This design comes from an exercise in tuning for small area and few clock cycles per item on the open sky130 flow, not from production work. At most, simulation tests tie the RTL to the original design; equivalence was not proved. The RTL of runs 1, 2 and 6 was laid out without a check of its function. Power is estimated from default activity; no workload was simulated.

===== design/flow/design.v =====
package php_pkg;
    localparam int unsigned MAX_FRAME_DEF = 2048;
    localparam int unsigned RESULT_W = 80;
endpackage
import php_pkg::*;
module packet_header_parser #(
    parameter int unsigned MAX_FRAME = php_pkg::MAX_FRAME_DEF
) (
    input  logic                         aclk,
    input  logic                         aresetn,
    input  logic                         s_axis_tvalid,
    output logic                         s_axis_tready,
    input  logic [7:0]                   s_axis_tdata,
    input  logic                         s_axis_tlast,
    output logic                         m_axis_tvalid,
    input  logic                         m_axis_tready,
    output logic [php_pkg::RESULT_W-1:0] m_axis_tdata
);
    logic pend_reg;    
    logic fresh_reg;   
    logic [11:0] k_reg;         
    logic        ip_reg;        
    logic        arp_reg;       
    logic [3:0]  ver_reg;
    logic [3:0]  ihl_reg;
    logic        big_reg;       
    logic        past_reg;      
    logic [10:0] tot_reg;       
    logic [1:0]  pc_reg;        
    logic        ipok_reg;      
    logic [7:0]  acur_reg, aoth_reg;   
    logic        ac_reg;
    logic [7:0]  bcur_reg, both_reg;   
    logic        bc_reg;
    logic [15:0] p2_reg;        
    logic [3:0]  off_reg;
    logic [7:0]  flg_reg;       
    localparam logic [11:0] K_LAST = 12'(MAX_FRAME - 15);    
    logic go;
    assign s_axis_tready = !pend_reg || m_axis_tready;
    assign go            = s_axis_tvalid && s_axis_tready;
    assign m_axis_tvalid = pend_reg;
    logic [3:0] m;
    logic [8:0] d;
    logic       t_neg;        
    logic       seg_in;       
    logic [7:0] b;
    assign b        = s_axis_tdata;
    assign m        = (ihl_reg < 4'd5) ? 4'd5 : ihl_reg;
    assign {t_neg, d} = {1'b0, k_reg[10:2]} - {6'b0, m};
    assign seg_in   = !(past_reg || (!big_reg && k_reg[10:0] == tot_reg));
    logic t0, t1, t2, t3, t12, t13;
    assign t0  = !t_neg && d == 9'd0 && k_reg[1:0] == 2'd0;
    assign t1  = !t_neg && d == 9'd0 && k_reg[1:0] == 2'd1;
    assign t2  = !t_neg && d == 9'd0 && k_reg[1:0] == 2'd2;
    assign t3  = !t_neg && d == 9'd0 && k_reg[1:0] == 2'd3;
    assign t12 = !t_neg && d == 9'd3 && k_reg[1:0] == 2'd0;
    assign t13 = !t_neg && d == 9'd3 && k_reg[1:0] == 2'd1;
    logic       ip_add, t_add;
    logic [7:0] t_opnd;
    logic [8:0] a_sum, b_sum;
    assign ip_add = ip_reg && (k_reg[10:2] < {5'b0, ihl_reg} || k_reg == 12'd0);
    assign a_sum  = {1'b0, acur_reg} + {1'b0, b} + {8'b0, ac_reg};
    always_comb begin
        t_opnd = b;
        t_add  = 1'b0;
        if (ip_reg) begin
            if (k_reg == 12'd2 || k_reg == 12'd3) begin
                t_add = 1'b1;                          
            end else if (k_reg == 12'd4) begin
                t_opnd = 8'hFF;                        
                t_add  = 1'b1;
            end else if (k_reg == 12'd5) begin
                t_opnd = {2'b11, ~m, 2'b11};           
                t_add  = 1'b1;
            end else if (k_reg >= 12'd12 && k_reg <= 12'd19) begin
                t_add = 1'b1;                          
            end else if (!t_neg && seg_in) begin
                t_add = 1'b1;                          
            end
        end
    end
    assign b_sum = {1'b0, bcur_reg} + {1'b0, t_opnd} + {8'b0, bc_reg};
    always_ff @(posedge aclk) begin
        if (!aresetn) begin
            pend_reg  <= 1'b0;
            fresh_reg <= 1'b1;
        end else begin
            if (go && s_axis_tlast) pend_reg <= 1'b1;
            else if (m_axis_tready) pend_reg <= 1'b0;
            if (go) fresh_reg <= s_axis_tlast;
        end
    end
    always_ff @(posedge aclk) begin
        if (go) begin
            if (fresh_reg) begin
                k_reg    <= 12'hFF3;
                ip_reg   <= 1'b0;
                arp_reg  <= 1'b0;
                ver_reg  <= '0;
                ihl_reg  <= '0;
                pc_reg   <= '0;
                ipok_reg <= 1'b0;
                past_reg <= 1'b0;
                acur_reg <= '0;
                aoth_reg <= '0;
                ac_reg   <= 1'b0;
                bcur_reg <= '0;
                both_reg <= 8'd6;
                bc_reg   <= 1'b0;
                p2_reg   <= '0;
                off_reg  <= '0;
            end else if (k_reg != K_LAST + 12'd1) begin
                k_reg <= k_reg + 12'd1;
                if (k_reg == 12'hFFE) flg_reg <= b;
                if (k_reg == 12'hFFF) begin
                    ip_reg  <= ({flg_reg, b} == 16'h0800);
                    arp_reg <= ({flg_reg, b} == 16'h0806);
                end
                if (arp_reg) begin
                    if (k_reg == 12'd6) flg_reg <= b;
                    if (k_reg == 12'd7) {acur_reg, aoth_reg} <= {flg_reg, b};
                end
                if (ip_reg) begin
                    if (k_reg == 12'd0) begin
                        ver_reg <= b[7:4];
                        ihl_reg <= b[3:0];
                    end
                    if (k_reg == 12'd2) begin
                        big_reg       <= |b[7:3];
                        tot_reg[10:8] <= b[2:0];
                    end
                    if (k_reg == 12'd3) tot_reg[7:0] <= b;
                    if (k_reg == 12'd9) begin
                        case (b)
                            8'd1:    pc_reg <= 2'd1;
                            8'd6:    pc_reg <= 2'd2;
                            8'd17:   pc_reg <= 2'd3;
                            default: pc_reg <= 2'd0;
                        endcase
                    end
                    if (ip_add) begin
                        acur_reg <= aoth_reg;
                        aoth_reg <= a_sum[7:0];
                        ac_reg   <= a_sum[8];
                        ipok_reg <= (&a_sum[7:0]) && (&aoth_reg[7:1]) && (aoth_reg[0] ^ a_sum[8]);
                    end
                    if (t_add) begin
                        bcur_reg <= both_reg;
                        both_reg <= b_sum[7:0];
                        bc_reg   <= b_sum[8];
                    end
                    if (t0 || t2 || t13) flg_reg <= b;
                    if (t1) {acur_reg, aoth_reg} <= {flg_reg, b};
                    if (t3 && pc_reg[1]) p2_reg <= {flg_reg, b};
                    if (t12) off_reg <= b[7:4];
                    if (!t_neg && !seg_in) past_reg <= 1'b1;
                end
            end
        end
    end
    logic is_tcp, is_udp, is_icmp, trunc, t_ge2, t_ge14, t_lt8, t_lt20;
    assign is_tcp  = (pc_reg == 2'd2);
    assign is_udp  = (pc_reg == 2'd3);
    assign is_icmp = (pc_reg == 2'd1);
    assign t_ge2   = !t_neg && (d != 9'd0 || k_reg[1]);
    assign t_ge14  = !t_neg && (d > 9'd3 || (d == 9'd3 && k_reg[1]));
    assign t_lt8   = t_neg || d < 9'd2;
    assign t_lt20  = t_neg || d < 9'd5;
    always_comb begin
        if (ip_reg) begin
            trunc = t_neg
                 || ((is_icmp || is_udp) && t_lt8)
                 || (is_tcp && (t_lt20 || seg_in));
        end else if (arp_reg) begin
            trunc = k_reg[11] || k_reg < 12'd28;
        end else begin
            trunc = k_reg[11];
        end
        m_axis_tdata        = '0;
        m_axis_tdata[1:0]   = ip_reg ? 2'd0 : arp_reg ? 2'd1 : 2'd2;
        m_axis_tdata[4:2]   = ip_reg ? {pc_reg == 2'd0, pc_reg} : 3'd0;
        m_axis_tdata[8:5]   = ver_reg;
        m_axis_tdata[14:9]  = {ihl_reg, 2'b00};
        m_axis_tdata[15]    = ipok_reg && !trunc;
        m_axis_tdata[16]    = is_tcp && !trunc && (&both_reg) && (&bcur_reg[7:1])
                              && (bcur_reg[0] ^ bc_reg);
        if (pc_reg[1] && t_ge2) m_axis_tdata[32:17] = {acur_reg, aoth_reg};
        m_axis_tdata[48:33] = p2_reg;
        if (is_tcp && t_ge14) m_axis_tdata[56:49] = flg_reg;
        if (is_tcp) m_axis_tdata[62:57] = {off_reg, 2'b00};
        if (arp_reg) m_axis_tdata[78:63] = {acur_reg, aoth_reg};
        if (is_icmp && t_ge2) m_axis_tdata[78:63] = {8'h00, acur_reg};
        m_axis_tdata[79]    = trunc;
    end
endmodule

===== design/flow/flow/run.sh =====
#!/bin/bash
# Standard layout, with every port buffered by the smallest buffer instead of the default.
set -euo pipefail
export BUFFER_PORTS_ARGS="-buffer_cell sky130_fd_sc_hd__buf_1"
bash standard.sh > standard.log 2>&1

===== design/flow/standard.sh =====
#!/bin/bash
# synth_recipe.tcl (not shown) runs the flow's synth.tcl, then flattens the netlist and writes it again
# the make line also repeats each setting of config.mk as NAME=value (left out here)
make -C /OpenROAD-flow-scripts/flow DESIGN_CONFIG=/design/flow/config.mk WORK_HOME=/design/flow/orfs CLKGATE_MAP_FILE= SYNTH_SCRIPT=/design/flow/synth_recipe.tcl "${@:-finish}"

===== design/flow/config.mk =====
export PLATFORM = sky130hd
export DESIGN_NAME = packet_header_parser
export DESIGN_NICKNAME = packet_header_parser
export VERILOG_FILES = /design/flow/design.v
export SDC_FILE = /design/flow/constraint.sdc
export NUM_CORES = 4
export LEC_CHECK = 0
export CAP_MARGIN = 20
export CORE_MARGIN = 2
export CORE_UTILIZATION = 40
export SLEW_MARGIN = 20

===== design/flow/constraint.sdc =====
create_clock -name core_clock -period 7.0 [get_ports {aclk}]
set_input_delay 1.4000 -clock core_clock [delete_from_list [all_inputs] [get_ports {aclk}]]
set_output_delay 1.4000 -clock core_clock [all_outputs]
set_load 0.01 [all_outputs]

==> results of run 1 <==
-- logic make-up after synthesis --
family	after synthesis
and+or+nand+nor	266
AOI/OAI and AO/OA	103
DFF	102
buffers and inverters	75
xor gates and xnor gates	31
adders and majority gates	29
muxes	26
other	1
-- cells in the mapped netlist (9+ instances only) --
library cell	n	area [um^2]
inv_1	37	139
a31oi_1	9	56.3
o21ai_0	16	80.1
nor2b_1	24	150
and2_1	36	225
nand3_1	17	85.1
a21oi_1	15	75.1
and3_1	21	131
a222oi_1	11	110
nor3_1	19	95.1
ha_1	24	300
clkbuf_1	19	71.3
nor2_1	50	188
nand4_1	9	56.3
mux2i_1	21	210
xor2_1	19	166
xnor2_1	12	105
nor4_1	9	56.3
edfxtp_1	100	3000
nand2_1	49	184
-- power groups by stage --
| stage | logic, mW | registers (mW) | clock network [mW] |
|---|---|---|---|
| floorplan | 0.222 | 0.762 | 0 |
| global placement | 0.305 | 0.780 | 0 |
| detailed placement | 0.310 | 0.781 | 0 |
| CTS | 0.311 | 0.768 | 0.526 |
| global route | 0.346 | 0.774 | 0.549 |
| finish | 0.314 | 0.769 | 0.519 |
-- critical path: cells and delay by family (launching register included) --
kind	cells	cell delay, ps
fa+ha+maj	1	500
compound gates	5	1520
buf+inv	2	270
simple gates	3	1090
flops	1	440
-- path summary, 6_finish.rpt --
| kind | to | depth (start not counted) | slack [ps] | start |
|---|---|---|---|---|
| worst max register to register | bc_reg | 13 | 2830 | k_reg[9] |
| worst min register to register | bcur_reg[5] | 1 | 590 | both_reg[5] |
| worst max-delay path | m_axis_tdata[53] | 11 | 1400 | ihl_reg[2] |
| worst min-delay path | bcur_reg[5] | 1 | 590 | both_reg[5] |
-- area by class of cell --
type | count | area (um^2) | share of cell area [%]
Tap cell | 216 | 270 | 3.69
Clock buffer | 9 | 225 | 3.07
Inverter | 38 | 143 | 1.95
Timing Repair Buffer | 98 | 398 | 5.43
Multi-Input combinational cell | 459 | 3180 | 43.3
Sequential cell | 102 | 3040 | 41.5
Clock inverter | 7 | 78.8 | 1.07
-- per-stage QoR --
step                      hold slack [ps]  worst slack, ps
final                                 587             1400
after global routing                  632             1100
after CTS                             591             1480
after detailed placement              572             1900
after global placement                548             1990
after floorplan                       536             2270
-- routing by layer --
layer  GRT usage [%]  share of wire [%]
met3            5.69                8.8
met1            32.6                 45
met2            34.5                 44
met5               0                  0
met4            7.31                2.3
==> results.yml, run 1 <==
worst_setup_path:
  cp_max_fo: 8
  arrival_ps: 4200
  cp-start-kind: "flop"
  crit_required_ps: 5600
  cp-end-kind: "primary output"
  slowest_stage: "nor3_1"
  max_stage_delay_ps: 570
  criticalPathCategory: "reg2out"
  crit_chain: "o21ai_0 -> inv_1 -> fa_1 -> nor2b_1 -> o21a_1 -> a21oi_1 -> o32a_1 -> nor3_1 -> a31oi_1 -> and2_1 -> buf_1"
run_status:
  status: "no timing/DRC/antenna violations"
pwr:
  seqPwrFrac_pct: 48.0
  power_frac_comb_pct: 19.6
  sw_frac_of_total_pct: 31.9
  irDropWorstVdd_v: 0.000125
  leakage_nw: 2.72
  p_int_mw: 1.09
  power.total_mw: 1.60
  power_density_nw_per_um2: 218
  p_switching_mw: 0.511
  clockPowerShare_pct: 32.4
final_layout:
  final_net_count: 750
  antenna_cells: 0
  final_util_pct: 46.0
  stdcell_area_um2: 7330
  drive_gt1_share_pct: 7.01
  layout_commonest_cell: "edfxtp_1"
  areaGrowthSynthToFinish_pct: 12.1
  n_fill_cell: 1532
  mostFrequentLayoutCells: "edfxtp_1 (100), buf_1 (90), nor2_1 (50)"
  largest_reg_flops: 16
  instances_no_fill: 929
synthesis:
  yosys_warnings: 1
  ys_seq_area_share_pct: 46.5
  postSynth.asyncResetShare_pct: 0
  synth_top_family_by_area: "simple AND/OR/NAND/NOR gates"
  synthesis.instances: 633
  synthAdderAreaFrac_pct: 6.12
  ys_ff_latch: 102
  synth-simple-area-share_pct: 22.2
  ys.flop_type: "edfxtp_1"
  synth_area_um2: 6540
  synth_xor_xnor_area_share_pct: 4.15
  avgSynthCellArea_um2: 10.3
  synth-compound-area-share_pct: 11.7
  synth_mux_area_share_pct: 4.07
  synth-edff-count: 100
  synth_cell_types: 71
floorplan:
  core_um2: 15900
  die_x_um: 132
  dieHeight_um: 132
  die-area_um2: 17400
  rows: 46
  start_util_pct: 41.0
  ios: 95
clock_network:
  cts_root_buf: "clkbuf_16"
  cts_hold_buf: 0
  cts_setup_buffers: 0
  cts-buffers-inserted: 9
  tritoncts: "yes"
  post_cts_resized: 0
  cts.sinks: 102
  clk_pin_slew_ps: 80
  insertion_delay_ps: 370
  clockBufferDepth: 2
  htreeDepth: 3
flow_run:
  maxCapViolCount: 0
route:
  drt-initial-drc-count: 642
  dr_total_vias: 5362
  totalWireLength_mm: 19.8
  routed_via_density: 5.77
  wl_per_cell_um: 21.4
  ant_nets: 0
  drt_pass1_iterations: 7
  remaining_drc_errors: 0
timing:
  hold_viol: 0
  finalCritPeriodShare_pct: 80.1
  tightest_slew_ps: 954
  slew_violations: 0
  clock_skew_ps: 10.4
  setup_viol: 0
  rsz0062_at_grt: "no"
  period_minus_slack_ps: 5600
  fmax_mhz: 178
  finalSetupTns_ps: 0
  relSlewSlack_pct: 36.0
global_route:
  grt_pass1_vias: 5141
  grt_pass1_wl_mm: 30.6
  gr-total-overflow: 0
  grt_use_total_pct: 23.0
  grt_max_degree: 47
  antenna_found_initial: 0
place:
  place_congestion: 0.883
  dp_hpwl_mm: 14.3
  dpl.cell_count: 913
  numPortBuffers: 90
  dpl-instance-area_um2: 7030
min_path:
  hp-class: "reg2reg"
==> run 2, diff against run 1 <==
==> design/flow/run.sh (new file) <==
#!/bin/bash
# synth_recipe.tcl (not shown) runs the flow's synth.tcl, then flattens the netlist and writes it again
# the make line also repeats each setting of config.mk as NAME=value (left out here)
make -C /OpenROAD-flow-scripts/flow DESIGN_CONFIG=/design/flow/config.mk WORK_HOME=/design/flow/orfs CLKGATE_MAP_FILE= SYNTH_SCRIPT=/design/flow/synth_recipe.tcl finish
--- a/design/flow/config.mk
+++ b/design/flow/config.mk
@@ -8,4 +8,5 @@
 export CAP_MARGIN = 20
 export CORE_MARGIN = 2
 export CORE_UTILIZATION = 40
+export CTS_BUF_LIST = sky130_fd_sc_hd__clkbuf_8
 export SLEW_MARGIN = 20
removed: design/flow/flow/run.sh
removed: design/flow/standard.sh
==> run 2 against run 1 <==
Effect of this change: cell area is 6.3% higher; still clean; sequential cell count stayed put; global-route usage is 0.29 points higher; critical path depth stayed put; maximum frequency is 6.8% lower; largest cell class unchanged; area after synthesis stayed put; largest power group unchanged; via count is 0.73% higher; non-clock buffer count stayed put; synthesized cell count stayed put; clock power is 25% lower; first-iteration DRC count is 31% lower.
==> results.yml, run 2 <==
pwr:
  irDropWorstVdd_v: 0.000107
  sw_frac_of_total_pct: 32.6
  power_density_nw_per_um2: 193
  power.total_mw: 1.51
  leakage_nw: 2.90
  clockPowerShare_pct: 25.7
  power_frac_comb_pct: 23.3
  p_int_mw: 1.01
  p_switching_mw: 0.491
  seqPwrFrac_pct: 51.0
synthesis:
  post-synth-top-count-cell: "edfxtp_1"
  synth-edff-count: 100
  avgSynthCellArea_um2: 10.3
  yosys.area.top_type: "edfxtp_1"
  synth_cell_types: 71
  synth_common_cells: "edfxtp_1 (100), nor2_1 (50), nand2_1 (49), inv_1 (37), and2_1 (36)"
  postSynth.asyncResetShare_pct: 0
  yosysTopAreaCellShare_pct: 45.9
  synthesis.instances: 633
  ys_seq_area_share_pct: 46.5
  yosys_warnings: 1
  ys.flop_type: "edfxtp_1"
  synthTopCellsByArea: "edfxtp_1 (46%), ha_1 (4.6%), and2_1 (3.4%)"
  ys_ff_latch: 102
  synth_area_um2: 6540
run_status:
  status: "no timing/DRC/antenna violations"
global_route:
  grt_max_degree: 47
  grt_pass1_wl_mm: 30.9
  grt_use_total_pct: 23.3
  antenna_found_initial: 0
  grt_pass1_vias: 5209
  gr-total-overflow: 0
final_layout:
  mostFrequentLayoutCells: "edfxtp_1 (100), clkdlybuf4s50_1 (90), nor2_1 (50)"
  largest_reg_flops: 16
  layout_commonest_cell: "edfxtp_1"
  ff_latch_area_um2: 3040
  final_net_count: 750
  stdcell_area_um2: 7790
  n_fill_cell: 1527
  antenna_cells: 0
  areaGrowthSynthToFinish_pct: 19.1
  drive_gt1_share_pct: 7.01
  multi_input_area_um2: 3180
route:
  routed_via_density: 5.81
  dr_total_vias: 5401
  wl_per_cell_um: 21.6
  drt_pass1_iterations: 5
  ant_nets: 0
  drt-initial-drc-count: 445
  totalWireLength_mm: 20.0
  remaining_drc_errors: 0
worst_setup_path:
  cp_max_fo: 16
  criticalPathCategory: "reg2out"
  slowest_stage: "edfxtp_1"
  cp-end-kind: "primary output"
  arrival_ps: 4610
  cp-start-kind: "flop"
  crit_required_ps: 5600
  crit_chain: "inv_1 -> ha_1 -> fa_1 -> nor2b_1 -> o21a_1 -> a21oi_1 -> o32a_1 -> or4_4 -> nand4b_2 -> mux2i_1 -> clkdlybuf4s50_1"
  max_stage_delay_ps: 600
clock_network:
  tritoncts: "yes"
  clockBufferDepth: 2
  cts_setup_buffers: 0
  insertion_delay_ps: 410
  clk_pin_slew_ps: 120
  cts_hold_buf: 0
  post_cts_resized: 0
  cts-buffers-inserted: 9
  cts_root_buf: "clkbuf_8"
  cts.sinks: 102
  htreeDepth: 3
timing:
  relSlewSlack_pct: 27.6
  hold_viol: 0
  period_minus_slack_ps: 6010
  setup_viol: 0
  tightest_slew_ps: 1080
  fmax_mhz: 166
  setup_slack_ps: 986
  finalSetupTns_ps: 0
  finalCritPeriodShare_pct: 85.9
  rsz0062_at_grt: "no"
  slew_violations: 0
  clock_skew_ps: 16.2
flow_run:
  maxCapViolCount: 0
min_path:
  hp-class: "reg2reg"
place:
  numPortBuffers: 90
  place_congestion: 0.973
  dpl-instance-area_um2: 7590
  dp_hpwl_mm: 14.5
  pre_cts_ws_ps: 1500
floorplan:
  dieHeight_um: 132
  start_util_pct: 41.0
  core_um2: 15900
  rows: 46
  ios: 95
  die-area_um2: 17400
  die_x_um: 132
-- run 2: changes by cell type in the layout (fill, tap and decap cells not counted) --
cell	delta
inv_6	+1
clkdlybuf4s50_1	+90
clkbuf_16	-9
inv_8	-1
buf_1	-90
clkbuf_8	+9
-- run 2: cell families (layout without fill, tap and decap cells) --
logic type	after synthesis	after routing	share of synthesized area (%)
XOR/XNOR	31	31	4.15
other	1	4	0.0573
adder cells (fa/ha/maj)	29	29	6.12
AO/OA/AOI/OAI	103	103	11.7
buffers and inverters	75	152	5.18
multiplexers	26	26	4.07
AND/OR/NAND/NOR	266	266	22.2
flip-flops	102	102	46.5
-- run 2: per-stage QoR --
stage          util, %  instances  hold slack, ps
4_1_cts           48.9        929             582
3_3_place_gp      47.6        913             551
2_1_floorplan        -        636             536
5_1_grt           48.9        929             623
3_5_place_dp      47.6        913             560
6_report          48.9        929             575
-- run 2: power by group through the flow --
stage,registers [mW],clock network (mW),logic [mW]
after global placement,0.780,0,0.344
after floorplan,0.762,0,0.222
after CTS,0.767,0.395,0.349
after detailed placement,0.781,0,0.348
final,0.767,0.387,0.351
after global routing,0.774,0.419,0.383
-- run 2: worst paths after layout --
path / startpoint / slack [ps] / endpoint / cells past startpoint
worst max-delay path: k_reg[2] / 990 / m_axis_tdata[63] / 11
worst min-delay path: both_reg[5] / 580 / bcur_reg[5] / 1
worst max register to register: k_reg[10] / 2950 / bc_reg / 13
worst min register to register: both_reg[5] / 580 / bcur_reg[5] / 1
-- run 2: cell type report --
cell class	count	share of cell area (%)
Multi-Input combinational cell	459	40.8
Sequential cell	102	39.0
Timing Repair Buffer	98	12.3
Tap cell	216	3.47
Inverter	38	1.83
Clock buffer	9	1.59
Clock inverter	7	0.979
-- run 2: per-layer routing --
layer | global-route usage [%] | up-vias | part of all wire (%)
met5 | 0 | - | 0
met4 | 7.37 | 0 | 2.3
met3 | 5.00 | 35 | 6.8
met2 | 35.9 | 226 | 46
met1 | 32.8 | 2682 | 45
li1 | - | 2458 | -
-- run 2: critical path, delay by kind of cell (launching register included) --
family	cells	cell delay, ps
and+or+nand+nor	3	1200
DFF	1	600
muxes	1	280
buffers and inverters	2	760
AOI/OAI and AO/OA	3	660
adders and majority gates	2	720
==> run 3, diff against run 2 <==
--- a/design/flow/design.v
+++ b/design/flow/design.v
@@ -24,7 +24,6 @@
     logic [3:0]  ver_reg;
     logic [3:0]  ihl_reg;
     logic        big_reg;       
-    logic        past_reg;      
     logic [10:0] tot_reg;       
     logic [1:0]  pc_reg;        
     logic        ipok_reg;      
@@ -43,12 +42,14 @@
     logic [3:0] m;
     logic [8:0] d;
     logic       t_neg;        
-    logic       seg_in;       
+    logic       k_lt_tot;     
+    logic       wrap;         
     logic [7:0] b;
     assign b        = s_axis_tdata;
     assign m        = (ihl_reg < 4'd5) ? 4'd5 : ihl_reg;
     assign {t_neg, d} = {1'b0, k_reg[10:2]} - {6'b0, m};
-    assign seg_in   = !(past_reg || (!big_reg && k_reg[10:0] == tot_reg));
+    assign k_lt_tot = big_reg || (k_reg[10:0] < tot_reg);
+    assign wrap     = !big_reg && (tot_reg < {5'b0, m, 2'b00});
     logic t0, t1, t2, t3, t12, t13;
     assign t0  = !t_neg && d == 9'd0 && k_reg[1:0] == 2'd0;
     assign t1  = !t_neg && d == 9'd0 && k_reg[1:0] == 2'd1;
@@ -75,7 +76,7 @@
                 t_add  = 1'b1;
             end else if (k_reg >= 12'd12 && k_reg <= 12'd19) begin
                 t_add = 1'b1;                          
-            end else if (!t_neg && seg_in) begin
+            end else if (!t_neg && k_lt_tot) begin
                 t_add = 1'b1;                          
             end
         end
@@ -101,7 +102,6 @@
                 ihl_reg  <= '0;
                 pc_reg   <= '0;
                 ipok_reg <= 1'b0;
-                past_reg <= 1'b0;
                 acur_reg <= '0;
                 aoth_reg <= '0;
                 ac_reg   <= 1'b0;
@@ -154,7 +154,6 @@
                     if (t1) {acur_reg, aoth_reg} <= {flg_reg, b};
                     if (t3 && pc_reg[1]) p2_reg <= {flg_reg, b};
                     if (t12) off_reg <= b[7:4];
-                    if (!t_neg && !seg_in) past_reg <= 1'b1;
                 end
             end
         end
@@ -171,7 +170,7 @@
         if (ip_reg) begin
             trunc = t_neg
                  || ((is_icmp || is_udp) && t_lt8)
-                 || (is_tcp && (t_lt20 || seg_in));
+                 || (is_tcp && (t_lt20 || wrap || k_lt_tot));
         end else if (arp_reg) begin
             trunc = k_reg[11] || k_reg < 12'd28;
         end else begin
--- a/design/flow/config.mk
+++ b/design/flow/config.mk
@@ -8,5 +8,4 @@
 export CAP_MARGIN = 20
 export CORE_MARGIN = 2
 export CORE_UTILIZATION = 40
-export CTS_BUF_LIST = sky130_fd_sc_hd__clkbuf_8
 export SLEW_MARGIN = 20
==> run 3 against run 2 <==
Effect of this change: largest power group unchanged; sequential cell count shrank 1; combinational power fell by 19%; die area is 5.7% higher; hold slack got worse by 7.9 ps; cell area increased by 6.4%; via count rose by 4.2%; first-iteration DRC count grew 10%; highest routed layer unchanged; final cell count rose by 7.2%; clock-buffer cell count is the same; sequential share of layout area down 2.7 points; clock power grew 26%.
==> results.yml, run 3 <==
final_layout:
  multi_input_area_um2: 3580
  drive_gt1_share_pct: 8.30
  instances_no_fill: 996
  mostFrequentLayoutCells: "edfxtp_1 (99), clkdlybuf4s50_1 (90), nor2_1 (81)"
  final_net_count: 821
  ff_latch_area_um2: 3010
  areaGrowthSynthToFinish_pct: 19.7
  n_fill_cell: 1602
  largest_reg_flops: 16
  layout_commonest_cell: "edfxtp_1"
  antenna_cells: 0
route:
  totalWireLength_mm: 19.9
  wl_per_cell_um: 20.0
  routed_via_density: 5.65
  remaining_drc_errors: 0
  drt-initial-drc-count: 490
  ant_nets: 0
  drt_pass1_iterations: 5
  dr_total_vias: 5628
clock_network:
  cts_setup_buffers: 0
  clk_pin_slew_ps: 80
  cts.sinks: 101
  tritoncts: "yes"
  cts-buffers-inserted: 9
  cts_root_buf: "clkbuf_16"
  post_cts_resized: 0
  clockBufferDepth: 2
  insertion_delay_ps: 360
  cts_hold_buf: 0
  htreeDepth: 3
global_route:
  grt_use_total_pct: 21.9
  grt_max_degree: 77
  grt_pass1_vias: 5297
  gr-total-overflow: 0
  antenna_found_initial: 0
  grt_pass1_wl_mm: 30.4
synthesis:
  synthTopCellsByArea: "edfxtp_1 (43%), ha_1 (6.7%), nor2_1 (4.4%)"
  ys.flop_type: "edfxtp_1"
  ys_seq_area_share_pct: 43.5
  synth_cell_types: 67
  yosys_warnings: 1
  synth_common_cells: "edfxtp_1 (99), nor2_1 (81), nand2_1 (45), ha_1 (37), inv_1 (37)"
  post-synth-top-count-cell: "edfxtp_1"
  ys_ff_latch: 101
  synth-edff-count: 99
  yosysTopAreaCellShare_pct: 42.9
  synthesis.instances: 687
  avgSynthCellArea_um2: 10.1
  yosys.area.top_type: "edfxtp_1"
  postSynth.asyncResetShare_pct: 0
  synth_area_um2: 6920
floorplan:
  die_x_um: 136
  rows: 48
  die-area_um2: 18400
  ios: 95
  core_um2: 17100
  start_util_pct: 40.5
  dieHeight_um: 136
timing:
  fmax_mhz: 165
  clock_skew_ps: 9.35
  slew_violations: 0
  tightest_slew_ps: 832
  finalCritPeriodShare_pct: 86.8
  hold_viol: 0
  setup_viol: 0
  period_minus_slack_ps: 6080
  relSlewSlack_pct: 44.0
  finalSetupTns_ps: 0
  rsz0062_at_grt: "no"
worst_setup_path:
  max_stage_delay_ps: 680
  cp-end-kind: "primary output"
  slowest_stage: "a211oi_2"
  crit_chain: "a21oi_1 -> or2_2 -> ha_1 -> fa_1 -> and2b_1 -> o21ai_0 -> and3_1 -> a211oi_1 -> nor4b_4 -> a211oi_2 -> and2_1 -> clkdlybuf4s50_1"
  arrival_ps: 4680
  cp-start-kind: "flop"
  critical-path-top-delay-family: "compound AO/OA/AOI/OAI gates"
  crit_required_ps: 5600
  criticalPathCategory: "reg2out"
  cp_max_fo: 16
  path_buf_inv: 1
place:
  dp_hpwl_mm: 14.3
  dpl.cell_count: 980
  numPortBuffers: 90
  place_congestion: 0.952
pwr:
  power_density_nw_per_um2: 182
  p_int_mw: 1.07
  clockPowerShare_pct: 32.5
  sw_frac_of_total_pct: 28.8
  seqPwrFrac_pct: 48.6
  irDropWorstVdd_v: 0.000208
  leakage_nw: 3.21
  p_switching_mw: 0.433
  power_frac_comb_pct: 18.9
min_path:
  hp-class: "reg2reg"
flow_run:
  maxCapViolCount: 0
run_status:
  status: "no timing/DRC/antenna violations"
==> run 3: worst paths after layout <==
kind	cells after the start	start	to	slack, ps
worst min register to register	1	both_reg[6]	bcur_reg[6]	570
worst min-delay path	1	both_reg[6]	bcur_reg[6]	570
worst max-delay path	12	ihl_reg[2]	m_axis_tdata[24]	920
worst max register to register	15	k_reg[8]	both_reg[6]	2970
==> run 3: power groups by stage <==
stage	Combinational (mW)	Clock, mW	Sequential, mW
finish	0.285	0.489	0.733
CTS	0.284	0.498	0.733
detailed placement	0.282	0	0.747
global route	0.311	0.521	0.737
global placement	0.277	0	0.746
floorplan	0.177	0	0.738
==> run 3: final cells by class <==
type	instances	share of cell area, %
Tap cell	225	3.40
Multi-Input combinational cell	515	43.2
Clock inverter	7	0.694
Sequential cell	101	36.4
Inverter	37	1.68
Timing Repair Buffer	102	11.9
Clock buffer	9	2.72
==> run 3: per-stage QoR <==
step | setup slack [ps] | hold slack, ps | cell area (um^2) | power [mW] | utilization, %
after global routing | 552 | 604 | 8290 | 1.57 | 48.4
after CTS | 898 | 575 | 8290 | 1.51 | 48.4
after floorplan | 2160 | 536 | 6940 | 0.915 | -
final | 923 | 567 | 8290 | 1.51 | 48.4
after detailed placement | 1300 | 557 | 8010 | 1.03 | 46.8
after global placement | 1450 | 550 | 8000 | 1.02 | 46.7
==> run 3: cells by family (layout without fill, tap and decap cells) <==
kind of cell,after synthesis,in the layout,share of synthesized area (%)
other,1,4,0.0542
AOI/OAI and AO/OA,115,115,12.0
DFF,101,101,43.5
adders and majority gates,42,42,8.13
xor gates and xnor gates,21,21,2.66
and+or+nand+nor,300,300,23.6
buffers and inverters,74,155,4.90
muxes,33,33,5.13
==> run 3: routing by layer <==
layer | GRT usage (%) | part of all wire, %
met3 | 3.55 | 7.0
met2 | 33.9 | 46
met4 | 7.00 | 1.9
met1 | 31.3 | 45
met5 | 0 | 0
Testbench counts of run 3, summed over its fixed seeds: cycles 135,206, frames 2,400.
==> run 4, diff against run 3 <==
--- a/design/flow/design.v
+++ b/design/flow/design.v
@@ -24,6 +24,7 @@
     logic [3:0]  ver_reg;
     logic [3:0]  ihl_reg;
     logic        big_reg;       
+    logic        past_reg;      
     logic [10:0] tot_reg;       
     logic [1:0]  pc_reg;        
     logic        ipok_reg;      
@@ -42,21 +43,21 @@
     logic [3:0] m;
     logic [8:0] d;
     logic       t_neg;        
-    logic       k_lt_tot;     
-    logic       wrap;         
+    logic       seg_in;       
     logic [7:0] b;
     assign b        = s_axis_tdata;
     assign m        = (ihl_reg < 4'd5) ? 4'd5 : ihl_reg;
     assign {t_neg, d} = {1'b0, k_reg[10:2]} - {6'b0, m};
-    assign k_lt_tot = big_reg || (k_reg[10:0] < tot_reg);
-    assign wrap     = !big_reg && (tot_reg < {5'b0, m, 2'b00});
-    logic t0, t1, t2, t3, t12, t13;
-    assign t0  = !t_neg && d == 9'd0 && k_reg[1:0] == 2'd0;
+    assign seg_in   = !(past_reg || (!big_reg && k_reg[10:0] == tot_reg));
+    logic t1, t3, t12;
     assign t1  = !t_neg && d == 9'd0 && k_reg[1:0] == 2'd1;
-    assign t2  = !t_neg && d == 9'd0 && k_reg[1:0] == 2'd2;
     assign t3  = !t_neg && d == 9'd0 && k_reg[1:0] == 2'd3;
     assign t12 = !t_neg && d == 9'd3 && k_reg[1:0] == 2'd0;
-    assign t13 = !t_neg && d == 9'd3 && k_reg[1:0] == 2'd1;
+    logic t_ge2, t_ge14, t_lt8, t_lt20;
+    assign t_ge2   = !t_neg && (d != 9'd0 || k_reg[1]);
+    assign t_ge14  = !t_neg && (d > 9'd3 || (d == 9'd3 && k_reg[1]));
+    assign t_lt8   = t_neg || d < 9'd2;
+    assign t_lt20  = t_neg || d < 9'd5;
     logic       ip_add, t_add;
     logic [7:0] t_opnd;
     logic [8:0] a_sum, b_sum;
@@ -76,7 +77,7 @@
                 t_add  = 1'b1;
             end else if (k_reg >= 12'd12 && k_reg <= 12'd19) begin
                 t_add = 1'b1;                          
-            end else if (!t_neg && k_lt_tot) begin
+            end else if (!t_neg && seg_in) begin
                 t_add = 1'b1;                          
             end
         end
@@ -93,6 +94,9 @@
         end
     end
     always_ff @(posedge aclk) begin
+        if (go && !(ip_reg && t_ge14)) flg_reg <= b;
+    end
+    always_ff @(posedge aclk) begin
         if (go) begin
             if (fresh_reg) begin
                 k_reg    <= 12'hFF3;
@@ -102,6 +106,7 @@
                 ihl_reg  <= '0;
                 pc_reg   <= '0;
                 ipok_reg <= 1'b0;
+                past_reg <= 1'b0;
                 acur_reg <= '0;
                 aoth_reg <= '0;
                 ac_reg   <= 1'b0;
@@ -112,13 +117,11 @@
                 off_reg  <= '0;
             end else if (k_reg != K_LAST + 12'd1) begin
                 k_reg <= k_reg + 12'd1;
-                if (k_reg == 12'hFFE) flg_reg <= b;
                 if (k_reg == 12'hFFF) begin
                     ip_reg  <= ({flg_reg, b} == 16'h0800);
                     arp_reg <= ({flg_reg, b} == 16'h0806);
                 end
                 if (arp_reg) begin
-                    if (k_reg == 12'd6) flg_reg <= b;
                     if (k_reg == 12'd7) {acur_reg, aoth_reg} <= {flg_reg, b};
                 end
                 if (ip_reg) begin
@@ -150,27 +153,23 @@
                         both_reg <= b_sum[7:0];
                         bc_reg   <= b_sum[8];
                     end
-                    if (t0 || t2 || t13) flg_reg <= b;
                     if (t1) {acur_reg, aoth_reg} <= {flg_reg, b};
                     if (t3 && pc_reg[1]) p2_reg <= {flg_reg, b};
                     if (t12) off_reg <= b[7:4];
+                    if (!t_neg && !seg_in) past_reg <= 1'b1;
                 end
             end
         end
     end
-    logic is_tcp, is_udp, is_icmp, trunc, t_ge2, t_ge14, t_lt8, t_lt20;
+    logic is_tcp, is_udp, is_icmp, trunc;
     assign is_tcp  = (pc_reg == 2'd2);
     assign is_udp  = (pc_reg == 2'd3);
     assign is_icmp = (pc_reg == 2'd1);
-    assign t_ge2   = !t_neg && (d != 9'd0 || k_reg[1]);
-    assign t_ge14  = !t_neg && (d > 9'd3 || (d == 9'd3 && k_reg[1]));
-    assign t_lt8   = t_neg || d < 9'd2;
-    assign t_lt20  = t_neg || d < 9'd5;
     always_comb begin
         if (ip_reg) begin
             trunc = t_neg
                  || ((is_icmp || is_udp) && t_lt8)
-                 || (is_tcp && (t_lt20 || wrap || k_lt_tot));
+                 || (is_tcp && (t_lt20 || seg_in));
         end else if (arp_reg) begin
             trunc = k_reg[11] || k_reg < 12'd28;
         end else begin
==> design/flow/flow/run.sh (new file) <==
#!/bin/bash
# Standard layout, with every port buffered by the smallest buffer and a leaner clock tree.
set -euo pipefail
export BUFFER_PORTS_ARGS="-buffer_cell sky130_fd_sc_hd__buf_1"
export CTS_ARGS="-sink_clustering_enable -repair_clock_nets -buf_list sky130_fd_sc_hd__clkbuf_8 -dont_use_dummy_load"
bash standard.sh > standard.log 2>&1
==> design/flow/standard.sh (new file) <==
#!/bin/bash
# synth_recipe.tcl (not shown) runs the flow's synth.tcl, then flattens the netlist and writes it again
# the make line also repeats each setting of config.mk as NAME=value (left out here)
make -C /OpenROAD-flow-scripts/flow DESIGN_CONFIG=/design/flow/config.mk WORK_HOME=/design/flow/orfs CLKGATE_MAP_FILE= SYNTH_SCRIPT=/design/flow/synth_recipe.tcl "${@:-finish}"
removed: design/flow/run.sh
==> run 4 against run 3 <==
Effect of this change: still clean; cell area is 14% lower; area after synthesis is 5.2% lower; synthesized cell count is 1.6% lower; clock-buffer cell count stayed put; sequential share of layout area is 6.1 points higher; highest routed layer unchanged; critical path depth is 1 lower; critical path type unchanged; sequential cell count is 1 higher.
==> results.yml, run 4 <==
floorplan:
  ios: 95
  dieHeight_um: 132
  die-area_um2: 17400
  die_x_um: 132
  core_um2: 15900
  start_util_pct: 41.2
  rows: 46
final_layout:
  antenna_cells: 0
  areaGrowthSynthToFinish_pct: 9.25
  largest_reg_flops: 16
  layout_commonest_cell: "edfxtp_1"
  stdcell_area_um2: 7170
  mostFrequentLayoutCells: "edfxtp_1 (100), buf_1 (90), nand2_1 (64)"
  final_net_count: 789
  drive_gt1_share_pct: 5.91
clock_network:
  cts_root_buf: "clkbuf_8"
  htreeDepth: 3
  cts_setup_buffers: 0
  cts_hold_buf: 0
  clockBufferDepth: 2
  post_cts_resized: 0
  insertion_delay_ps: 390
  tritoncts: "yes"
  cts.sinks: 102
  cts-buffers-inserted: 9
  clk_pin_slew_ps: 90
global_route:
  grt_pass1_vias: 5317
  grt_pass1_wl_mm: 29.6
  gr-total-overflow: 0
  grt_use_total_pct: 21.8
  antenna_found_initial: 1
  grt_max_degree: 47
synthesis:
  synth_common_cells: "edfxtp_1 (100), nand2_1 (64), a21oi_1 (62), nor2_1 (49), and2_1 (36)"
  avgSynthCellArea_um2: 9.71
  yosys.area.top_type: "edfxtp_1"
  post-synth-top-count-cell: "edfxtp_1"
  synthesis.instances: 676
  postSynth.asyncResetShare_pct: 0
  ys.flop_type: "edfxtp_1"
  yosys_warnings: 1
  synth_area_um2: 6560
  ys_seq_area_share_pct: 46.4
  synth-edff-count: 100
  yosysTopAreaCellShare_pct: 45.8
  ys_ff_latch: 102
  synth_cell_types: 66
  synthTopCellsByArea: "edfxtp_1 (46%), a21oi_1 (4.7%), ha_1 (4.6%)"
timing:
  rsz0062_at_grt: "no"
  fmax_mhz: 188
  slew_violations: 0
  finalCritPeriodShare_pct: 75.9
  setup_viol: 0
  period_minus_slack_ps: 5310
  tightest_slew_ps: 1020
  relSlewSlack_pct: 31.6
  setup_slack_ps: 1690
  clock_skew_ps: 36.4
  hold_viol: 0
  finalSetupTns_ps: 0
worst_setup_path:
  cp-end-kind: "primary output"
  max_stage_delay_ps: 680
  path_buf_inv: 2
  cp_max_fo: 16
  crit_required_ps: 5600
  arrival_ps: 3910
  rr_endpoint: "bc_reg"
  reg2reg_depth: 13
  rrSetupSlack_ps: 2630
  r2r_start: "k_reg[9]"
  critical-path-top-delay-family: "simple AND/OR/NAND/NOR gates"
  cp-start-kind: "flop"
  criticalPathCategory: "reg2out"
  crit_chain: "inv_1 -> ha_1 -> fa_1 -> nor2b_1 -> o311ai_0 -> mux2i_1 -> o311ai_2 -> nor3_2 -> or4b_4 -> and3_2 -> buf_1"
  slowest_stage: "or4b_4"
place:
  numPortBuffers: 90
  place_congestion: 0.984
  pre_cts_ws_ps: 2170
  dpl-instance-area_um2: 7050
  dp_hpwl_mm: 13.8
route:
  ant_nets: 0
  drt_pass1_iterations: 5
  wl_per_cell_um: 19.4
  remaining_drc_errors: 0
  drt-initial-drc-count: 524
  dr_total_vias: 5456
  routed_via_density: 5.68
  totalWireLength_mm: 18.7
min_path:
  hp-class: "reg2reg"
  min-delay-start: "both_reg[5]"
  hold_end: "bcur_reg[5]"
  whs_path_depth: 1
flow_run:
  maxCapViolCount: 0
run_status:
  status: "no timing/DRC/antenna violations"
pwr:
  power_density_nw_per_um2: 179
  irDropWorstVdd_v: 0.0000874
  leakage_nw: 2.54
## run 4: cell count changes in the layout (fill, tap and decap cells not counted), sizes merged, moves of 18 or more
cell           before  now
buf                12   98
nand3              11   29
a21oi              27   62
nor2               81   49
nand2              45   64
clkdlybuf4s50      90    0
mux2               20    1
## run 4: logic make-up (layout without fill, tap and decap cells)
logic type / Yosys count / after routing / synth area share, %
AO/OA/AOI/OAI: 125 / 125 / 11.7
XOR/XNOR: 32 / 32 / 4.27
AND/OR/NAND/NOR: 309 / 309 / 25.3
adder cells (fa/ha/maj): 29 / 29 / 6.10
multiplexers: 10 / 10 / 1.54
flip-flops: 102 / 102 / 46.4
buffers and inverters: 68 / 134 / 4.58
other: 1 / 4 / 0.0571
## run 4: per-stage QoR
stage	hold slack [ps]	power (mW)	utilization, %	std cells
final	585	1.29	45.0	961
after global routing	607	1.34	45.0	961
after CTS	587	1.29	45.0	961
after detailed placement	563	0.994	44.2	952
after global placement	548	0.989	44.2	952
after floorplan	528	0.914	-	679
## run 4: worst max path at each step
stage / startpoint / to / slack (ps) / depth (start not counted)
global route: k_reg[2] / m_axis_tdata[78] / 1480 / 11
CTS: k_reg[2] / m_axis_tdata[78] / 1740 / 11
floorplan: m_axis_tready / p2_reg[0] / 2330 / 5
finish: k_reg[2] / m_axis_tdata[78] / 1690 / 11
global placement: ihl_reg[3] / m_axis_tdata[78] / 2250 / 12
detailed placement: k_reg[2] / m_axis_tdata[78] / 2170 / 11
## run 4: layout make-up
type | instances | area [um^2]
clock buffers | 9 | 124
fillers | 1565 | 8770
inverters | 27 | 101
multi-input cells | 509 | 3230
flip-flops and latches | 102 | 3040
well taps | 216 | 270
repair buffers | 98 | 398
## run 4: where the power goes
part           total [mW]  leakage (nW)  internal (mW)  switching, mW
sequential          0.745         0.972          0.711         0.0342
combinational       0.237          1.51         0.0870          0.150
clock               0.303        0.0647          0.116          0.187
total                1.29          2.54          0.914          0.372
## run 4: routing by layer
layer / track usage (%) / share of wire (%) / wire [um]
met5: 0 / 0 / 0
met4: 6.94 / 2.0 / 366
met3: 3.61 / 7.5 / 1400
met2: 35.2 / 47 / 8740
met1: 30.0 / 44 / 8150
Testbench counts of run 4, summed over its fixed seeds: cycles 135,206, frames 2,400.
==> run 5, diff against run 4 <==
--- a/design/flow/design.v
+++ b/design/flow/design.v
@@ -49,7 +49,8 @@
     assign m        = (ihl_reg < 4'd5) ? 4'd5 : ihl_reg;
     assign {t_neg, d} = {1'b0, k_reg[10:2]} - {6'b0, m};
     assign seg_in   = !(past_reg || (!big_reg && k_reg[10:0] == tot_reg));
-    logic t1, t3, t12;
+    logic t0, t1, t3, t12;
+    assign t0  = !t_neg && d == 9'd0 && k_reg[1:0] == 2'd0;
     assign t1  = !t_neg && d == 9'd0 && k_reg[1:0] == 2'd1;
     assign t3  = !t_neg && d == 9'd0 && k_reg[1:0] == 2'd3;
     assign t12 = !t_neg && d == 9'd3 && k_reg[1:0] == 2'd0;
@@ -62,7 +63,10 @@
     logic [7:0] t_opnd;
     logic [8:0] a_sum, b_sum;
     assign ip_add = ip_reg && (k_reg[10:2] < {5'b0, ihl_reg} || k_reg == 12'd0);
-    assign a_sum  = {1'b0, acur_reg} + {1'b0, b} + {8'b0, ac_reg};
+    logic       a_add, a_zero;
+    assign a_zero = ip_reg && t0;
+    assign a_add  = ip_add || (ip_reg && (t0 || t1)) || (arp_reg && (k_reg == 12'd6 || k_reg == 12'd7));
+    assign a_sum  = {1'b0, acur_reg & {8{!a_zero}}} + {1'b0, b} + {8'b0, ac_reg && !a_zero};
     always_comb begin
         t_opnd = b;
         t_add  = 1'b0;
@@ -121,8 +125,10 @@
                     ip_reg  <= ({flg_reg, b} == 16'h0800);
                     arp_reg <= ({flg_reg, b} == 16'h0806);
                 end
-                if (arp_reg) begin
-                    if (k_reg == 12'd7) {acur_reg, aoth_reg} <= {flg_reg, b};
+                if (a_add) begin
+                    acur_reg <= aoth_reg & {8{!a_zero}};
+                    aoth_reg <= a_sum[7:0];
+                    ac_reg   <= a_sum[8];
                 end
                 if (ip_reg) begin
                     if (k_reg == 12'd0) begin
@@ -143,9 +149,6 @@
                         endcase
                     end
                     if (ip_add) begin
-                        acur_reg <= aoth_reg;
-                        aoth_reg <= a_sum[7:0];
-                        ac_reg   <= a_sum[8];
                         ipok_reg <= (&a_sum[7:0]) && (&aoth_reg[7:1]) && (aoth_reg[0] ^ a_sum[8]);
                     end
                     if (t_add) begin
@@ -153,7 +156,6 @@
                         both_reg <= b_sum[7:0];
                         bc_reg   <= b_sum[8];
                     end
-                    if (t1) {acur_reg, aoth_reg} <= {flg_reg, b};
                     if (t3 && pc_reg[1]) p2_reg <= {flg_reg, b};
                     if (t12) off_reg <= b[7:4];
                     if (!t_neg && !seg_in) past_reg <= 1'b1;
@@ -187,7 +189,7 @@
         m_axis_tdata[48:33] = p2_reg;
         if (is_tcp && t_ge14) m_axis_tdata[56:49] = flg_reg;
         if (is_tcp) m_axis_tdata[62:57] = {off_reg, 2'b00};
-        if (arp_reg) m_axis_tdata[78:63] = {acur_reg, aoth_reg};
+        if (arp_reg && !k_reg[11] && k_reg >= 12'd8) m_axis_tdata[78:63] = {acur_reg, aoth_reg};
         if (is_icmp && t_ge2) m_axis_tdata[78:63] = {8'h00, acur_reg};
         m_axis_tdata[79]    = trunc;
     end
==> run 5 against run 4 <==
Effect of this change: area after synthesis down 7.2%; non-clock buffer count down 3; sequential share of layout area increased by 3.0 points; critical path type unchanged; cell area is 6.6% lower; highest routed layer unchanged; clock power hardly changed; largest power group unchanged; sequential power about the same; power decreased by 1.1%; register-to-register slack got worse by 540 ps; clock skew decreased by 18 ps; via count down 13%; first-iteration DRC count decreased by 41%.
==> results.yml, run 5 <==
worst_setup_path:
  rrSetupSlack_ps: 2090
  arrival_ps: 3970
  setup.worst_path.start: "k_reg[2]"
  cp-end-kind: "primary output"
  cp-start-kind: "flop"
  reg2reg_depth: 17
  cp_max_fo: 11
  criticalPathCategory: "reg2out"
  rr_endpoint: "ipok_reg"
  r2r_start: "k_reg[2]"
  crit_required_ps: 5600
timing:
  fmax_mhz: 186
  setup_viol: 0
  tightest_slew_ps: 997
  finalCritPeriodShare_pct: 76.8
  setup_slack_ps: 1630
  rsz0062_at_grt: "no"
  clock_skew_ps: 18.1
  period_minus_slack_ps: 5370
  relSlewSlack_pct: 33.4
  hold_viol: 0
  finalSetupTns_ps: 0
  slew_violations: 0
floorplan:
  die-area_um2: 16200
  dieHeight_um: 127
  die_x_um: 127
  ios: 95
  start_util_pct: 40.5
  rows: 45
  core_um2: 15000
pwr:
  sw_frac_of_total_pct: 28.2
  clockPowerShare_pct: 23.7
  irDropWorstVdd_v: 0.000104
  seqPwrFrac_pct: 58.5
  power_density_nw_per_um2: 190
  p_switching_mw: 0.359
  power.total_mw: 1.27
  leakage_nw: 2.31
  p_int_mw: 0.913
  power_frac_comb_pct: 17.9
global_route:
  gr-total-overflow: 0
  antenna_found_initial: 0
  grt_busiest_layer: "met2"
  grt_use_total_pct: 20.4
  grtUsageMet2_pct: 33.0
  use_met3_pct: 4.61
  gr-usage-met1_pct: 27.3
  grt_pass1_wl_mm: 25.2
  grt_pass1_vias: 4579
  grt_max_degree: 56
final_layout:
  final_util_pct: 44.5
  drive_gt1_share_pct: 4.58
  layout_commonest_cell: "edfxtp_1"
  final_net_count: 699
  stdcell_area_um2: 6690
  antenna_cells: 0
  largest_reg_flops: 16
  mostFrequentLayoutCells: "edfxtp_1 (100), buf_1 (90), nor2_1 (57)"
  areaGrowthSynthToFinish_pct: 9.95
flow_run:
  maxCapViolCount: 0
route:
  dr_total_vias: 4752
  drt_pass1_iterations: 7
  routed_via_density: 5.64
  remaining_drc_errors: 0
  wl_per_cell_um: 19.2
  drt-initial-drc-count: 307
  totalWireLength_mm: 16.2
  ant_nets: 0
synthesis:
  yosys_warnings: 1
  postSynth.asyncResetShare_pct: 0
  yosysTopAreaCellShare_pct: 49.3
  ys_ff_latch: 102
  synth_cell_types: 63
  ys_seq_area_share_pct: 50.0
  avgSynthCellArea_um2: 10.5
  synthTopCellsByArea: "edfxtp_1 (49%), ha_1 (4.9%), nor2_1 (3.5%)"
  ys.flop_type: "edfxtp_1"
  yosys.area.top_type: "edfxtp_1"
  synth_common_cells: "edfxtp_1 (100), nor2_1 (57), nor2b_1 (34), nand2_1 (31)"
  synthesis.instances: 579
  post-synth-top-count-cell: "edfxtp_1"
  synth-edff-count: 100
  synth_area_um2: 6090
min_path:
  hp-class: "reg2reg"
  hold_end: "pend_reg"
  min-delay-start: "pend_reg"
  whs_path_depth: 2
place:
  numPortBuffers: 90
  place_congestion: 0.909
  dp_hpwl_mm: 11.9
  pre_cts_ws_ps: 2000
  dpl-instance-area_um2: 6570
clock_network:
  htreeDepth: 3
  cts-buffers-inserted: 9
  cts_setup_buffers: 0
  post_cts_resized: 0
  cts_hold_buf: 0
  insertion_delay_ps: 400
  cts_root_buf: "clkbuf_8"
  tritoncts: "yes"
  cts.sinks: 102
  clockBufferDepth: 2
  clk_pin_slew_ps: 90
run_status:
  status: "no timing/DRC/antenna violations"
-- run 5: kinds of logic (layout without fill, tap and decap cells) --
| group | count (synthesis) | in the layout | synth area share, % |
|---|---|---|---|
| and+or+nand+nor | 262 | 262 | 23.6 |
| DFF | 102 | 102 | 50.0 |
| xor gates and xnor gates | 26 | 26 | 3.74 |
| adders and majority gates | 29 | 29 | 6.58 |
| other | 1 | 4 | 0.0616 |
| muxes | 9 | 9 | 1.50 |
| AOI/OAI and AO/OA | 90 | 90 | 10.2 |
| buffers and inverters | 60 | 133 | 4.29 |
-- run 5: per-layer routing --
layer,part of all wire (%),up-vias
li1,-,2236
met4,2.0,0
met5,0,-
met2,47,168
met3,5.6,23
met1,46,2325
-- run 5: how the worst max path moves through the flow --
stage | depth (start not counted) | to | slack, ps
2_1_floorplan | 18 | ipok_reg | 2520
3_3_place_gp | 10 | m_axis_tdata[52] | 2120
3_5_place_dp | 8 | m_axis_tdata[63] | 2000
4_1_cts | 8 | m_axis_tdata[63] | 1570
5_1_grt | 10 | m_axis_tdata[55] | 1240
6_report | 10 | m_axis_tdata[54] | 1630
-- run 5: worst max-delay path: stages, from the launching register on --
cell and delay, ps:
edfxtp_1 600, inv_1 250, ha_1 290, fa_1 410, nor2b_1 260, o31ai_1 110, a21oi_1 230, nand4_2 270
a2111oi_2 840, nor2_1 140, buf_1 170
-- run 5: power by group through the flow --
stage / sequential, mW / combinational [mW] / clock [mW]
floorplan: 0.748 / 0.160 / 0
global placement: 0.757 / 0.223 / 0
detailed placement: 0.757 / 0.225 / 0
CTS: 0.744 / 0.227 / 0.309
global route: 0.748 / 0.254 / 0.327
finish: 0.744 / 0.227 / 0.301
-- run 5: through the flow --
step | hold WS (ps) | instances
4_1_cts | 546 | 843
2_1_floorplan | 536 | 582
5_1_grt | 587 | 843
3_3_place_gp | 505 | 834
3_5_place_dp | 533 | 834
6_report | 539 | 843
-- run 5: layout make-up --
class / instances / area [um^2]
Fill cell: 1432 / 8340
Sequential cell: 102 / 3040
Multi-Input combinational cell: 420 / 2810
Timing Repair Buffer: 95 / 375
Tap cell: 188 / 235
Clock buffer: 9 / 124
Inverter: 29 / 109
Testbench counts of run 5, summed over its fixed seeds: cycles 135,206, frames 2,400.
==> run 6, diff against run 5 <==
--- a/design/flow/design.v
+++ b/design/flow/design.v
@@ -54,6 +54,10 @@
     assign t1  = !t_neg && d == 9'd0 && k_reg[1:0] == 2'd1;
     assign t3  = !t_neg && d == 9'd0 && k_reg[1:0] == 2'd3;
     assign t12 = !t_neg && d == 9'd3 && k_reg[1:0] == 2'd0;
+    logic is_tcp, is_udp, is_icmp;
+    assign is_tcp  = (pc_reg == 2'd2);
+    assign is_udp  = (pc_reg == 2'd3);
+    assign is_icmp = (pc_reg == 2'd1);
     logic t_ge2, t_ge14, t_lt8, t_lt20;
     assign t_ge2   = !t_neg && (d != 9'd0 || k_reg[1]);
     assign t_ge14  = !t_neg && (d > 9'd3 || (d == 9'd3 && k_reg[1]));
@@ -65,20 +69,18 @@
     assign ip_add = ip_reg && (k_reg[10:2] < {5'b0, ihl_reg} || k_reg == 12'd0);
     logic       a_add, a_zero;
     assign a_zero = ip_reg && t0;
-    assign a_add  = ip_add || (ip_reg && (t0 || t1)) || (arp_reg && (k_reg == 12'd6 || k_reg == 12'd7));
+    assign a_add  = ip_add || (ip_reg && (t0 || (t1 && !is_icmp)))
+                 || (arp_reg && (k_reg == 12'd6 || k_reg == 12'd7));
     assign a_sum  = {1'b0, acur_reg & {8{!a_zero}}} + {1'b0, b} + {8'b0, ac_reg && !a_zero};
     always_comb begin
         t_opnd = b;
         t_add  = 1'b0;
         if (ip_reg) begin
-            if (k_reg == 12'd2 || k_reg == 12'd3) begin
-                t_add = 1'b1;                          
-            end else if (k_reg == 12'd4) begin
-                t_opnd = 8'hFF;                        
-                t_add  = 1'b1;
-            end else if (k_reg == 12'd5) begin
+            if (k_reg == 12'd1) begin
                 t_opnd = {2'b11, ~m, 2'b11};           
                 t_add  = 1'b1;
+            end else if (k_reg == 12'd2 || k_reg == 12'd3) begin
+                t_add = 1'b1;                          
             end else if (k_reg >= 12'd12 && k_reg <= 12'd19) begin
                 t_add = 1'b1;                          
             end else if (!t_neg && seg_in) begin
@@ -114,8 +116,8 @@
                 acur_reg <= '0;
                 aoth_reg <= '0;
                 ac_reg   <= 1'b0;
-                bcur_reg <= '0;
-                both_reg <= 8'd6;
+                bcur_reg <= 8'h06;      
+                both_reg <= 8'hFF;
                 bc_reg   <= 1'b0;
                 p2_reg   <= '0;
                 off_reg  <= '0;
@@ -157,16 +159,13 @@
                         bc_reg   <= b_sum[8];
                     end
                     if (t3 && pc_reg[1]) p2_reg <= {flg_reg, b};
-                    if (t12) off_reg <= b[7:4];
+                    if (t12 && is_tcp) off_reg <= b[7:4];
                     if (!t_neg && !seg_in) past_reg <= 1'b1;
                 end
             end
         end
     end
-    logic is_tcp, is_udp, is_icmp, trunc;
-    assign is_tcp  = (pc_reg == 2'd2);
-    assign is_udp  = (pc_reg == 2'd3);
-    assign is_icmp = (pc_reg == 2'd1);
+    logic trunc;
     always_comb begin
         if (ip_reg) begin
             trunc = t_neg
@@ -188,9 +187,9 @@
         if (pc_reg[1] && t_ge2) m_axis_tdata[32:17] = {acur_reg, aoth_reg};
         m_axis_tdata[48:33] = p2_reg;
         if (is_tcp && t_ge14) m_axis_tdata[56:49] = flg_reg;
-        if (is_tcp) m_axis_tdata[62:57] = {off_reg, 2'b00};
-        if (arp_reg && !k_reg[11] && k_reg >= 12'd8) m_axis_tdata[78:63] = {acur_reg, aoth_reg};
-        if (is_icmp && t_ge2) m_axis_tdata[78:63] = {8'h00, acur_reg};
+        m_axis_tdata[62:57] = {off_reg, 2'b00};
+        if ((arp_reg && !k_reg[11] && k_reg >= 12'd8) || (is_icmp && t_ge2))
+            m_axis_tdata[78:63] = {acur_reg, aoth_reg};
         m_axis_tdata[79]    = trunc;
     end
 endmodule
==> design/flow/flow/run.sh (replaced) <==
#!/bin/bash
set -euo pipefail
export BUFFER_PORTS_ARGS="-buffer_cell sky130_fd_sc_hd__buf_1"
export CTS_ARGS="-sink_clustering_enable -repair_clock_nets -buf_list sky130_fd_sc_hd__clkbuf_8 -dont_use_dummy_load"
export REMOVE_ABC_BUFFERS=1
export RECOVER_POWER=100
bash standard.sh > standard.log 2>&1
==> run 6 against run 5 <==
Effect of this change: the layout now fails its checks (max-capacitance violations, max-slew violations); cell area increased by 0.13%; final cell count increased by 2.7%; synthesized cell count increased by 5.5%; highest routed layer unchanged; area after synthesis increased by 0.97%; sequential share of layout area decreased by 0.078 points; hold slack improved by 16 ps; clock-buffer cell count unchanged; combinational power decreased by 3%; largest power group unchanged; register-to-register slack got worse by 540 ps; sequential cell count unchanged.
==> results.yml, run 6 <==
floorplan:
  die-area_um2: 16400
  die_x_um: 128
  rows: 45
  dieHeight_um: 128
  start_util_pct: 40.7
  ios: 95
  core_um2: 15100
clock_network:
  cts_hold_buf: 0
  cts_root_buf: "clkbuf_8"
  clockBufferDepth: 2
  clk_pin_slew_ps: 90
  tritoncts: "yes"
  insertion_delay_ps: 400
  cts-buffers-inserted: 9
  cts.sinks: 102
  post_cts_resized: 0
  cts_setup_buffers: 0
  htreeDepth: 3
synthesis:
  synth-edff-count: 100
  avgSynthCellArea_um2: 10.1
  ys_seq_area_share_pct: 49.5
  synth_common_cells: "edfxtp_1 (100), nor2_1 (61), nand3_1 (47), nand2_1 (45), nor2b_1 (41)"
  yosysTopAreaCellShare_pct: 48.8
  ys_ff_latch: 102
  synth_area_um2: 6150
  post-synth-top-count-cell: "edfxtp_1"
  yosys.area.top_type: "edfxtp_1"
  postSynth.asyncResetShare_pct: 0
  synth_cell_types: 57
  synthesis.instances: 611
  synthTopCellsByArea: "edfxtp_1 (49%), ha_1 (4.9%), nor2b_1 (4.2%)"
  yosys_warnings: 1
  ys.flop_type: "edfxtp_1"
timing:
  finalCritPeriodShare_pct: 82.5
  tightest_slew_ps: 2730
  rsz0062_at_grt: "no"
  holdWs_ps: 555
  slew_violations: 92
  hold_viol: 0
  clock_skew_ps: 41.2
  setup_viol: 0
  finalSetupTns_ps: 0
  period_minus_slack_ps: 5770
  relSlewSlack_pct: -82.2
  fmax_mhz: 173
route:
  totalWireLength_mm: 16.8
  drt_pass1_iterations: 5
  met3WireLength_mm: 1.11
  remaining_drc_errors: 0
  routed_via_density: 5.67
  routed-wl-met2_mm: 7.53
  highest_layer: "met4"
  ant_nets: 0
  drt-initial-drc-count: 333
  wl_per_cell_um: 19.4
  dr_total_vias: 4912
  drt-met1-wl_mm: 7.83
final_layout:
  instances_no_fill: 866
  areaGrowthSynthToFinish_pct: 9.04
  mostFrequentLayoutCells: "edfxtp_1 (100), buf_1 (82), nor2_1 (61)"
  final_util_pct: 44.4
  largest_reg_flops: 16
  ff_latch_area_um2: 3040
  multi_input_area_um2: 2870
  drive_gt1_share_pct: 3.39
  n_fill_cell: 1498
  antenna_cells: 0
  layout_commonest_cell: "edfxtp_1"
  final_net_count: 722
pwr:
  leakage_nw: 2.33
  power_density_nw_per_um2: 188
  irDropWorstVdd_v: 0.000120
  power.total_mw: 1.26
worst_setup_path:
  cp_max_fo: 32
  cp-start-kind: "flop"
  crit_required_ps: 5600
  cp-end-kind: "primary output"
  criticalPathCategory: "reg2out"
  arrival_ps: 4370
place:
  dp_hpwl_mm: 11.8
  numPortBuffers: 90
  dpl.cell_count: 857
  place_congestion: 0.945
global_route:
  antenna_found_initial: 0
  grt_max_degree: 57
  gr-total-overflow: 0
  grt_pass1_vias: 4658
  grt_use_total_pct: 21.0
  grt_pass1_wl_mm: 26.2
run_status:
  violatedChecks: "max-capacitance violations, max-slew violations"
  status: "complete, but fails checks"
flow_run:
  maxCapViolCount: 3
min_path:
  hp-class: "reg2reg"
run 6: cell count changes after synthesis, sizes merged, moves of 5 or more:
cell,change
nand3,+25
and2,-20
o21ai,+16
nand2,+14
nor3,-14
and3,+9
inv,-9
mux2i,-7
nor2b,+7
clkbuf,+5
nand2b,+5
run 6: cells by family (layout without fill, tap and decap cells):
group,after synthesis,after routing,synth area share (%)
xor gates and xnor gates,26,26,3.70
muxes,2,2,0.346
buffers and inverters,60,124,4.32
and+or+nand+nor,296,296,25.6
DFF,102,102,49.5
adders and majority gates,29,29,6.51
other,1,4,0.0610
AOI/OAI and AO/OA,95,95,9.97
run 6: final cells by class:
cell class                 instances  share of cell area [%]
multi-input combinational        452                    42.7
clock buffer                       9                    1.85
inverter                          20                    1.12
timing repair buffer              95                    5.38
sequential                       102                    45.4
tap                              188                    3.51
run 6: worst max-delay path: stages, from the launching register on:
cell	delay, ps
edfxtp_1	600
inv_1	170
ha_1	260
fa_1	440
nor2b_1	160
o21ai_0	190
o31ai_1	300
a211oi_1	240
nor4_4	250
clkbuf_1	920
o21ai_0	270
buf_1	180
run 6: layer usage:
metal  vias up  GRT usage (%)
met5         -              0
met4         0           6.72
met3        25           4.30
met2       179           32.3
met1      2396           29.8
li1       2312              -
run 6: stage by stage:
step | setup slack [ps] | instance area [um^2]
final | 1230 | 6700
after global placement | 2020 | 6600
after CTS | 1740 | 6730
after global routing | 755 | 6700
after detailed placement | 1770 | 6600
after floorplan | 1820 | 5970
run 6: worst paths after layout:
path	from	endpoint	slack, ps	depth (start not counted)
worst min-delay path	both_reg[1]	bcur_reg[1]	560	1
worst min register to register	both_reg[1]	bcur_reg[1]	560	1
worst max register to register	fresh_reg	p2_reg[4]	1550	7
worst max-delay path	k_reg[2]	m_axis_tdata[78]	1230	11
run 6: where the power goes:
part | leakage (nW) | total (mW) | switching, mW | internal, mW
registers | 0.942 | 0.736 | 0.0271 | 0.709
logic | 1.32 | 0.220 | 0.140 | 0.0797
clock network | 0.0647 | 0.306 | 0.190 | 0.116
total | 2.33 | 1.26 | 0.357 | 0.904

-- static timing again, ports no longer ideal --
How much do the figures lean on ideal ports? The routed layouts below were timed once more, with nothing changed but the port constraints. Step 1 sets driving cells, clkbuf_16 on the clock port and buf_2 on the other inputs (assumed; they add their load-dependent delay and slew). Step 2 moves the port delays by t, midway between the first and last clock arrival at a register: inputs arrive t later, outputs are due t later. That takes back most of the time a late clock gives input paths. Three values: no drivers, after step 1, after step 2; two values: the first two.
run | t, ns | setup slack, ns | hold WS [ns]
run 1 | 0.411 | 1.396 / 1.350 / 1.761 | 0.587 / 0.587 / 0.587
run 2 | 0.439 | 0.986 / 0.946 / 1.385 | 0.575 / 0.575 / 0.575
run 3 | 0.403 | 0.923 / 0.877 / 1.280 | 0.567 / 0.567 / 0.567
run 4 | 0.409 | 1.687 / 1.651 / 2.060 | 0.585 / 0.585 / 0.585
run 5 | 0.426 | 1.627 / 1.589 / 2.015 | 0.539 / 0.539 / 0.539
run 6 | 0.409 | 1.226 / 1.192 / 1.546 | 0.555 / 0.555 / 0.555
